Context: an optimization exercise on an open-source flow, tuned for small area. The choices shown serve that exercise and are no tape-out recipe.
In this exercise RTL edits were held to simulation tests only and were not proved equivalent to the original.

$ cat design/flow/config.mk
export PLATFORM = sky130hd
export DESIGN_NAME = pifo_top
export DESIGN_NICKNAME = pifo_top
export VERILOG_FILES = /design/flow/design.v
export SDC_FILE = /design/flow/constraint.sdc
export NUM_CORES = 4
export LEC_CHECK = 0
export CAP_MARGIN = 20
export CORE_MARGIN = 2
export CORE_UTILIZATION = 40
export SLEW_MARGIN = 20
$ cat design/flow/constraint.sdc
create_clock -name core_clock -period 12.0 [get_ports {i_clk}]
set_input_delay 2.4000 -clock core_clock [delete_from_list [all_inputs] [get_ports {i_clk}]]
set_output_delay 2.4000 -clock core_clock [all_outputs]
set_load 0.01 [all_outputs]
$ cat design/flow/design.v
package pifo_geom_pkg;
    localparam int NUM_LEVELS = 3;
    localparam int FANOUT     = 4;       
    localparam int NODE_IDX_W = 4;       
    localparam int NUM_NODES  = 21;      
    localparam int MEM_ADDR_W = 5;
    localparam logic [NUM_LEVELS*MEM_ADDR_W-1:0] LEVEL_BASE = {
        5'd5,
        5'd1,
        5'd0
    };
    localparam int CAPACITY = 84;        
    localparam int OCC_W    = 7;
    localparam int CMD_GAP = NUM_LEVELS;
endpackage
package pifo_node_pkg;
    localparam int PRIO_W  = 12;
    localparam int TAG_W   = 4;                  
    localparam int ENTRY_W = TAG_W + PRIO_W;     
    localparam int CNT_W   = 5;                  
    localparam int SLOT_W  = CNT_W + ENTRY_W;    
    localparam int NODE_W     = 4 * SLOT_W;
    localparam int SLOT_IDX_W = 2;
    localparam logic [PRIO_W-1:0]  EMPTY_PRIO  = '1;
    localparam logic [ENTRY_W-1:0] EMPTY_ENTRY = {{TAG_W{1'b0}}, EMPTY_PRIO};
    localparam logic [1:0] OP_NONE = 2'd0;
    localparam logic [1:0] OP_PUSH = 2'd1;
    localparam logic [1:0] OP_POP  = 2'd2;
    localparam logic [1:0] ST_IDLE   = 2'd0;
    localparam logic [1:0] ST_SELECT = 2'd1;      
    localparam logic [1:0] ST_COMMIT = 2'd2;      
endpackage
`timescale 1ns/10ps
import pifo_geom_pkg::*;
import pifo_node_pkg::*;
module pifo_min_select
(
    input  logic [NODE_W-1:0]     i_node,
    output logic [SLOT_IDX_W-1:0] o_min_cnt_slot,    
    output logic [SLOT_IDX_W-1:0] o_min_prio_slot    
);
    logic [CNT_W-1:0]  best_cnt;
    logic [PRIO_W-1:0] best_prio;
    logic [CNT_W-1:0]  cur_cnt;
    logic [PRIO_W-1:0] cur_prio;
    always_comb begin
        best_cnt        = i_node[ENTRY_W +: CNT_W];
        best_prio       = i_node[0 +: PRIO_W];
        o_min_cnt_slot  = '0;
        o_min_prio_slot = '0;
        cur_cnt         = '0;
        cur_prio        = '0;
        for (int i = 1; i < FANOUT; i++) begin
            cur_cnt  = i_node[i*SLOT_W + ENTRY_W +: CNT_W];
            cur_prio = i_node[i*SLOT_W +: PRIO_W];
            if (cur_cnt < best_cnt) begin
                best_cnt       = cur_cnt;
                o_min_cnt_slot = SLOT_IDX_W'(i);
            end
            if (cur_prio < best_prio) begin
                best_prio       = cur_prio;
                o_min_prio_slot = SLOT_IDX_W'(i);
            end
        end
    end
endmodule
`timescale 1ns/10ps
import pifo_geom_pkg::*;
import pifo_node_pkg::*;
module pifo_level_engine
#(
    parameter int LEVEL_IDX = 0
) (
    input  logic                  i_clk,
    input  logic                  i_arst_n,
    input  logic [1:0]               i_cmd,
    input  logic [ENTRY_W-1:0]    i_cmd_entry,
    input  logic [NODE_IDX_W-1:0] i_node_idx,
    output logic [1:0]               o_child_cmd,
    output logic [ENTRY_W-1:0]    o_child_entry,
    output logic [NODE_IDX_W-1:0] o_child_idx,
    input  logic [ENTRY_W-1:0]    i_refill_entry,
    output logic [ENTRY_W-1:0]    o_refill_entry,
    output logic                  o_rd_req,
    output logic [MEM_ADDR_W-1:0] o_rd_addr,
    input  logic [NODE_W-1:0]     i_rd_node,
    output logic                  o_wr_req,
    output logic [MEM_ADDR_W-1:0] o_wr_addr,
    output logic [NODE_W-1:0]     o_wr_node
);
    localparam logic [MEM_ADDR_W-1:0] BASE = LEVEL_BASE[LEVEL_IDX*MEM_ADDR_W +: MEM_ADDR_W];
    localparam bit IS_LAST = (LEVEL_IDX == NUM_LEVELS - 1);    
    logic [1:0]                  state_q;
    logic [1:0]                 cmd_q;
    logic [ENTRY_W-1:0]      entry_q;
    logic [NODE_IDX_W-1:0]   idx_q;
    logic [NODE_W-1:0]       node_q;
    logic [SLOT_IDX_W-1:0]   slot_q;
    logic                    accept;
    logic [SLOT_IDX_W-1:0]   min_cnt_slot;
    logic [SLOT_IDX_W-1:0]   min_prio_slot;
    logic [SLOT_IDX_W-1:0]   sel_slot;
    logic [ENTRY_W-1:0]      sel_entry;
    logic [ENTRY_W-1:0]      min_entry;
    logic                    slot_empty;
    logic                    keep_new;
    logic [CNT_W-1:0]        old_cnt;
    logic [ENTRY_W-1:0]      old_entry;
    logic [CNT_W-1:0]        new_cnt;
    logic [ENTRY_W-1:0]      new_entry;
    pifo_min_select u_min_select (
        .i_node          (i_rd_node),
        .o_min_cnt_slot  (min_cnt_slot),
        .o_min_prio_slot (min_prio_slot)
    );
    assign accept = (i_cmd != OP_NONE) && (state_q != ST_SELECT);
    always_ff @(posedge i_clk or negedge i_arst_n) begin
        if (!i_arst_n) begin
            state_q <= ST_IDLE;
            cmd_q   <= OP_NONE;
        end else begin
            case (state_q)
                ST_SELECT: state_q <= ST_COMMIT;
                default:   state_q <= accept ? ST_SELECT : ST_IDLE;
            endcase
            if (accept) begin
                cmd_q <= i_cmd;
            end
        end
    end
    always_ff @(posedge i_clk) begin
        if (accept) begin
            entry_q <= i_cmd_entry;
            idx_q   <= i_node_idx;
        end
        if (state_q == ST_SELECT) begin
            node_q <= i_rd_node;     
            slot_q <= sel_slot;
        end
    end
    assign sel_slot   = (cmd_q == OP_PUSH) ? min_cnt_slot : min_prio_slot;
    assign sel_entry  = i_rd_node[sel_slot*SLOT_W +: ENTRY_W];
    assign min_entry  = i_rd_node[min_prio_slot*SLOT_W +: ENTRY_W];
    assign slot_empty = (sel_entry[PRIO_W-1:0] == EMPTY_PRIO);
    assign keep_new   = (entry_q[PRIO_W-1:0] < sel_entry[PRIO_W-1:0]);
    always_comb begin
        o_child_cmd = OP_NONE;
        if (state_q == ST_SELECT && !IS_LAST) begin
            if (cmd_q == OP_POP) begin
                o_child_cmd = OP_POP;
            end else if (!slot_empty) begin
                o_child_cmd = OP_PUSH;           
            end
        end
    end
    assign o_child_entry = keep_new ? sel_entry : entry_q;
    assign o_child_idx   = {idx_q[NODE_IDX_W-SLOT_IDX_W-1:0], sel_slot};   
    assign o_refill_entry = (state_q == ST_SELECT) ? min_entry : EMPTY_ENTRY;
    always_comb begin
        old_cnt   = node_q[slot_q*SLOT_W + ENTRY_W +: CNT_W];
        old_entry = node_q[slot_q*SLOT_W +: ENTRY_W];
        if (cmd_q == OP_PUSH) begin
            new_cnt   = old_cnt + 1'b1;
            new_entry = (entry_q[PRIO_W-1:0] < old_entry[PRIO_W-1:0]) ? entry_q : old_entry;
        end else begin
            new_cnt   = (old_cnt != '0) ? old_cnt - 1'b1 : old_cnt;
            new_entry = i_refill_entry;          
        end
        o_wr_node = node_q;
        o_wr_node[slot_q*SLOT_W +: SLOT_W] = {new_cnt, new_entry};
    end
    assign o_rd_req  = accept;
    assign o_rd_addr = BASE + MEM_ADDR_W'(i_node_idx);
    assign o_wr_req  = (state_q == ST_COMMIT);
    assign o_wr_addr = BASE + MEM_ADDR_W'(idx_q);
endmodule
`timescale 1ns/10ps
import pifo_geom_pkg::*;
import pifo_node_pkg::*;
module pifo_node_store
(
    input  logic                             i_clk,
    input  logic                             i_arst_n,
    input  logic [NUM_LEVELS-1:0]            i_rd_req,
    input  logic [NUM_LEVELS*MEM_ADDR_W-1:0] i_rd_addr,
    output logic [NODE_W-1:0]                o_rd_node,
    input  logic [NUM_LEVELS-1:0]            i_wr_req,
    input  logic [NUM_LEVELS*MEM_ADDR_W-1:0] i_wr_addr,
    input  logic [NUM_LEVELS*NODE_W-1:0]     i_wr_node
);
    localparam logic [SLOT_W-1:0] EMPTY_SLOT = {{CNT_W{1'b0}}, EMPTY_ENTRY};
    localparam logic [NODE_W-1:0] EMPTY_NODE = {FANOUT{EMPTY_SLOT}};
    logic [NODE_W-1:0]     mem [NUM_NODES];
    logic                  rd_any;
    logic [MEM_ADDR_W-1:0] rd_addr;
    logic                  wr_any;
    logic [MEM_ADDR_W-1:0] wr_addr;
    logic [NODE_W-1:0]     wr_node;
    always_comb begin
        rd_any  = 1'b0;
        rd_addr = '0;
        wr_any  = 1'b0;
        wr_addr = '0;
        wr_node = '0;
        for (int i = NUM_LEVELS - 1; i >= 0; i--) begin
            if (i_rd_req[i]) begin
                rd_any  = 1'b1;
                rd_addr = i_rd_addr[i*MEM_ADDR_W +: MEM_ADDR_W];
            end
            if (i_wr_req[i]) begin
                wr_any  = 1'b1;
                wr_addr = i_wr_addr[i*MEM_ADDR_W +: MEM_ADDR_W];
                wr_node = i_wr_node[i*NODE_W +: NODE_W];
            end
        end
    end
    always_ff @(posedge i_clk or negedge i_arst_n) begin
        if (!i_arst_n) begin
            for (int n = 0; n < NUM_NODES; n++) begin
                mem[n] <= EMPTY_NODE;
            end
        end else if (wr_any) begin
            mem[wr_addr] <= wr_node;
        end
    end
    always_ff @(posedge i_clk) begin
        if (rd_any) begin
            o_rd_node <= mem[rd_addr];   
        end
    end
endmodule
`timescale 1ns/10ps
import pifo_geom_pkg::*;
import pifo_node_pkg::*;
module pifo_top
(
    input  logic               i_clk,
    input  logic               i_arst_n,
    input  logic               i_push,
    input  logic [ENTRY_W-1:0] i_push_data,
    input  logic               i_pop,
    output logic               o_pop_valid,
    output logic [ENTRY_W-1:0] o_pop_data
);
    logic [1:0]                         root_cmd;
    logic [OCC_W-1:0]                occ_q;
    logic                            pop_pend_q;     
    logic [1:0]                         lvl_cmd    [NUM_LEVELS+1];
    logic [ENTRY_W-1:0]              lvl_entry  [NUM_LEVELS+1];
    logic [NODE_IDX_W-1:0]           lvl_idx    [NUM_LEVELS+1];
    logic [ENTRY_W-1:0]              lvl_refill [NUM_LEVELS+1];
    logic [NUM_LEVELS-1:0]           rd_req;
    logic [NUM_LEVELS*MEM_ADDR_W-1:0] rd_addr;
    logic [NODE_W-1:0]               rd_node;
    logic [NUM_LEVELS-1:0]           wr_req;
    logic [NUM_LEVELS*MEM_ADDR_W-1:0] wr_addr;
    logic [NUM_LEVELS*NODE_W-1:0]    wr_node;
    always_comb begin
        root_cmd = OP_NONE;
        if (i_push && !i_pop && (occ_q < OCC_W'(CAPACITY))) begin
            root_cmd = OP_PUSH;
        end else if (i_pop && !i_push) begin
            root_cmd = OP_POP;
        end
    end
    always_ff @(posedge i_clk or negedge i_arst_n) begin
        if (!i_arst_n) begin
            occ_q       <= '0;
            pop_pend_q  <= 1'b0;
            o_pop_valid <= 1'b0;
        end else begin
            if (root_cmd == OP_PUSH) begin
                occ_q <= occ_q + 1'b1;
            end else if (root_cmd == OP_POP && occ_q != '0) begin
                occ_q <= occ_q - 1'b1;
            end
            pop_pend_q  <= (root_cmd == OP_POP);
            o_pop_valid <= pop_pend_q;
        end
    end
    always_ff @(posedge i_clk) begin
        if (pop_pend_q) begin
            o_pop_data <= lvl_refill[0];     
        end
    end
    assign lvl_cmd[0]             = root_cmd;
    assign lvl_entry[0]           = i_push_data;
    assign lvl_idx[0]             = '0;
    assign lvl_refill[NUM_LEVELS] = EMPTY_ENTRY;     
    for (genvar k = 0; k < NUM_LEVELS; k++) begin : g_level
        pifo_level_engine #(
            .LEVEL_IDX (k)
        ) u_engine (
            .i_clk          (i_clk),
            .i_arst_n       (i_arst_n),
            .i_cmd          (lvl_cmd[k]),
            .i_cmd_entry    (lvl_entry[k]),
            .i_node_idx     (lvl_idx[k]),
            .o_child_cmd    (lvl_cmd[k+1]),
            .o_child_entry  (lvl_entry[k+1]),
            .o_child_idx    (lvl_idx[k+1]),
            .i_refill_entry (lvl_refill[k+1]),
            .o_refill_entry (lvl_refill[k]),
            .o_rd_req       (rd_req[k]),
            .o_rd_addr      (rd_addr[k*MEM_ADDR_W +: MEM_ADDR_W]),
            .i_rd_node      (rd_node),
            .o_wr_req       (wr_req[k]),
            .o_wr_addr      (wr_addr[k*MEM_ADDR_W +: MEM_ADDR_W]),
            .o_wr_node      (wr_node[k*NODE_W +: NODE_W])
        );
    end
    pifo_node_store u_store (
        .i_clk     (i_clk),
        .i_arst_n  (i_arst_n),
        .i_rd_req  (rd_req),
        .i_rd_addr (rd_addr),
        .o_rd_node (rd_node),
        .i_wr_req  (wr_req),
        .i_wr_addr (wr_addr),
        .i_wr_node (wr_node)
    );
endmodule
$ cat design/flow/run.sh
#!/bin/bash
# synth_recipe.tcl (not shown) runs the flow's synth.tcl, then flattens the netlist and writes it again
# the make line also repeats each setting of config.mk as NAME=value (left out here)
make -C /OpenROAD-flow-scripts/flow DESIGN_CONFIG=/design/flow/config.mk WORK_HOME=/design/flow/orfs CLKGATE_MAP_FILE= SYNTH_SCRIPT=/design/flow/synth_recipe.tcl finish
==> impl_metrics.json <==
{
  "grt_max_degree": 196,
  "critPathCaptureType": "flip-flop",
  "die_y_um": 507,
  "ys.flop_type": "dfstp_2",
  "cts_tree": "built",
  "synthCells": 9346,
  "ys_types": 105,
  "setup_tns_ps": 0,
  "mostFrequentLayoutCells": "1459 x nand2_1, 1114 x o21ai_0, 1008 x dfstp_2, 777 x dfrtp_1, 492 x nor2_1",
  "firstDrtPassIters": 14,
  "grt_pass1_wl_um": 587000,
  "clk_path_buf_depth": 3,
  "rows": 184,
  "clock_skew_ps": 76.9,
  "wire_per_inst_um": 32.6,
  "via_per_inst": 6.37,
  "ctsRootBufferMaster": "clkbuf_16",
  "hp-class": "reg2reg",
  "max_stage_delay_ps": 880,
  "die_w_um": 507,
  "gp_congestion": 0.985,
  "rsz0062_at_grt": "no",
  "ys.warnings.count": 15,
  "worstPathArrival_ps": 11860,
  "core_area_sq_um": 251000,
  "final_common_cell": "nand2_1",
  "syn_nets": 9497,
  "drtIter0Drc": 12000,
  "cts.sinks": 2197,
  "antenna_found_initial": 26,
  "fmax_mhz": 89.3,
  "drtAntennaViolNets": 0,
  "area_delta_synth_final_pct": 14.4,
  "drive_above_1_share_pct": 27.3,
  "first_global_vias": 77400,
  "critPathLaunchType": "flip-flop",
  "fin_util_pct": 46.1,
  "post_cts_buffers": 0,
  "cts.reportedPaths.clkPinSlew_ps": 60,
  "multi_input_area_sq_um": 40100,
  "pin_count": 37,
  "die_area_sq_um": 257000,
  "fillers": 23000,
  "worstPathMaxFanout": 26,
  "async_reset_ff_share_pct": 81.2,
  "maxCapViolations": 0,
  "setup_viol": 0,
  "synth_edf_count": 412,
  "ctsResizeCount": 0,
  "fin_crit_sh_pct": 93.3,
  "syn_area_sq_um": 101000,
  "insertion_delay_ps": 940,
  "numCtsBuffers": 222,
  "drt_wl_total_um": 417000,
  "slew_headroom_pct": 16.6,
  "drc": 0,
  "cpMostUsedCell": "buf_4",
  "worst_slew_pin_slew_ps": 1240,
  "synth.avg_cell_area_sq_um": 10.8,
  "grt.total_usage_pct": 31.7,
  "min_period_ps": 11200,
  "final_area_sq_um": 116000,
  "r2r_slack_ps": 800,
  "overflow": 0,
  "crit_slowest_cell": "a2111oi_1",
  "ctsHoldBuffers": 0,
  "seq_area_frac_synth_pct": 57.6,
  "place_area_sq_um": 108000,
  "hold_viol_final": 0,
  "hpwl_um": 275000,
  "h-tree-depth": 4,
  "vias": 81500,
  "synth-seq-cells": 2197,
  "initial_core_util_pct": 40.3,
  "drv_slew": 0,
  "status": "complete, no violations",
  "crit_required_ps": 12660,
  "portBuffers": 36,
  "nNetsFinal": 9400,
  "worstSetupPathType": "reg2reg",
  "ff_latch_area_sq_um": 58300
}
area by class of cell:
cell class	count	share of cell area, %
multi-input cells	6132	34.6
inverters	170	0.555
clock inverters	101	1.06
flip-flops and latches	2197	50.3
repair buffers	526	4.18
well taps	3348	3.62
diodes	9	0.0194
clock buffers	324	5.58
through the flow:
stage,worst slack [ps],hold slack [ps],cells
3_3_place_gp,472,456,12400
2_1_floorplan,2540,442,9346
5_1_grt,342,491,12800
6_report,805,478,12800
4_1_cts,923,478,12800
3_5_place_dp,971,468,12400
critical path, delay by kind of cell, from the launching register on:
kind,cells,cell delay [ps]
flops,1,640
compound gates,17,4560
buf+inv,7,1420
simple gates,11,3240
fa+ha+maj,3,1010
sequential cells by signal, summed over array words and instances, names as in the netlist:
name and cells:
u_store.mem 1764, o_pop_valid 1, g_level.u_engine.cmd_q 6, occ_q 7, g_level.u_engine.idx_q 6, o_pop_data 16, pop_pend_q 1, g_level.u_engine.state_q 6
g_level.u_engine.node_q 252, u_store.o_rd_node 84, g_level.u_engine.slot_q 6, g_level.u_engine.entry_q 48
cells in the mapped netlist, drive strengths merged, types with 121 or more instances:
cell type	number	share of area (%)
nand2	1478	5.5
o21ai	1126	5.6
dfstp	1008	26
dfrtp	777	19
clkbuf	727	2.7
nor2	518	1.9
mux2	457	5.1
a21oi	427	2.1
edfxtp	412	12
a22oi	397	2.9
a221oi	253	2.2
inv	168	0.62
a22o	138	1.2
ha	130	1.6
mux2i	121	1.2
kinds of logic after synthesis:
family / after synthesis / synth area share (%)
AOI/OAI and AO/OA: 2937 / 19.0
and+or+nand+nor: 2395 / 9.87
adders and majority gates: 131 / 1.63
xor gates and xnor gates: 21 / 0.182
DFF: 2197 / 57.6
muxes: 648 / 7.84
buffers and inverters: 1017 / 3.88
worst paths after layout:
path	from	end	depth (start not counted)
min in group asynchronous	i_arst_n	u_store.mem[13][38]$_DFFE_PN0P_	1
setup / recovery	u_store.o_rd_node[11]$_DFFE_PP_	u_store.o_rd_node[11]$_DFFE_PP_	38
hold reg to reg	u_store.mem[1][64]$_DFFE_PN1P_	u_store.mem[1][64]$_DFFE_PN1P_	2
max in group asynchronous	i_arst_n	u_store.mem[3][23]$_DFFE_PN1P_	3
hold / removal	u_store.mem[1][64]$_DFFE_PN1P_	u_store.mem[1][64]$_DFFE_PN1P_	2
setup reg to reg	u_store.o_rd_node[11]$_DFFE_PP_	u_store.o_rd_node[11]$_DFFE_PP_	38
routing by layer:
metal	part of all wire, %	routed length (um)	global-route usage (%)
met1	40	167000	43.9
met2	43	181000	47.4
met3	11	47000	7.29
met4	5.2	21600	14.4
met5	0.018	75	0

==> afterwards: timing with drivers on the ports <==
The results above use ideal ports. As a check the final layout listed here was re-extracted and re-timed, cells and wires unchanged. Step 1 sets driving cells, clkbuf_16 on the clock port and buf_2 on the other inputs (assumed; they add their load-dependent delay and slew). Step 2 also shifts input and output timing later by t, the mid clock arrival at the registers, as if the neighbouring blocks saw the same clock. Slacks: ideal / step 1 / step 2; pairs: ideal / step 1.
t (ns): 0.992
slack for setup (ns): 0.805 / 0.805 / 0.805
worst slew at a driven data input, ns: 0.10
cell pins on the clock port's net: 1
After both steps this run still meets setup and hold. For this run, drivers alone change the setup slack by 0.000 ns; drivers and shift together by 0.000 ns.
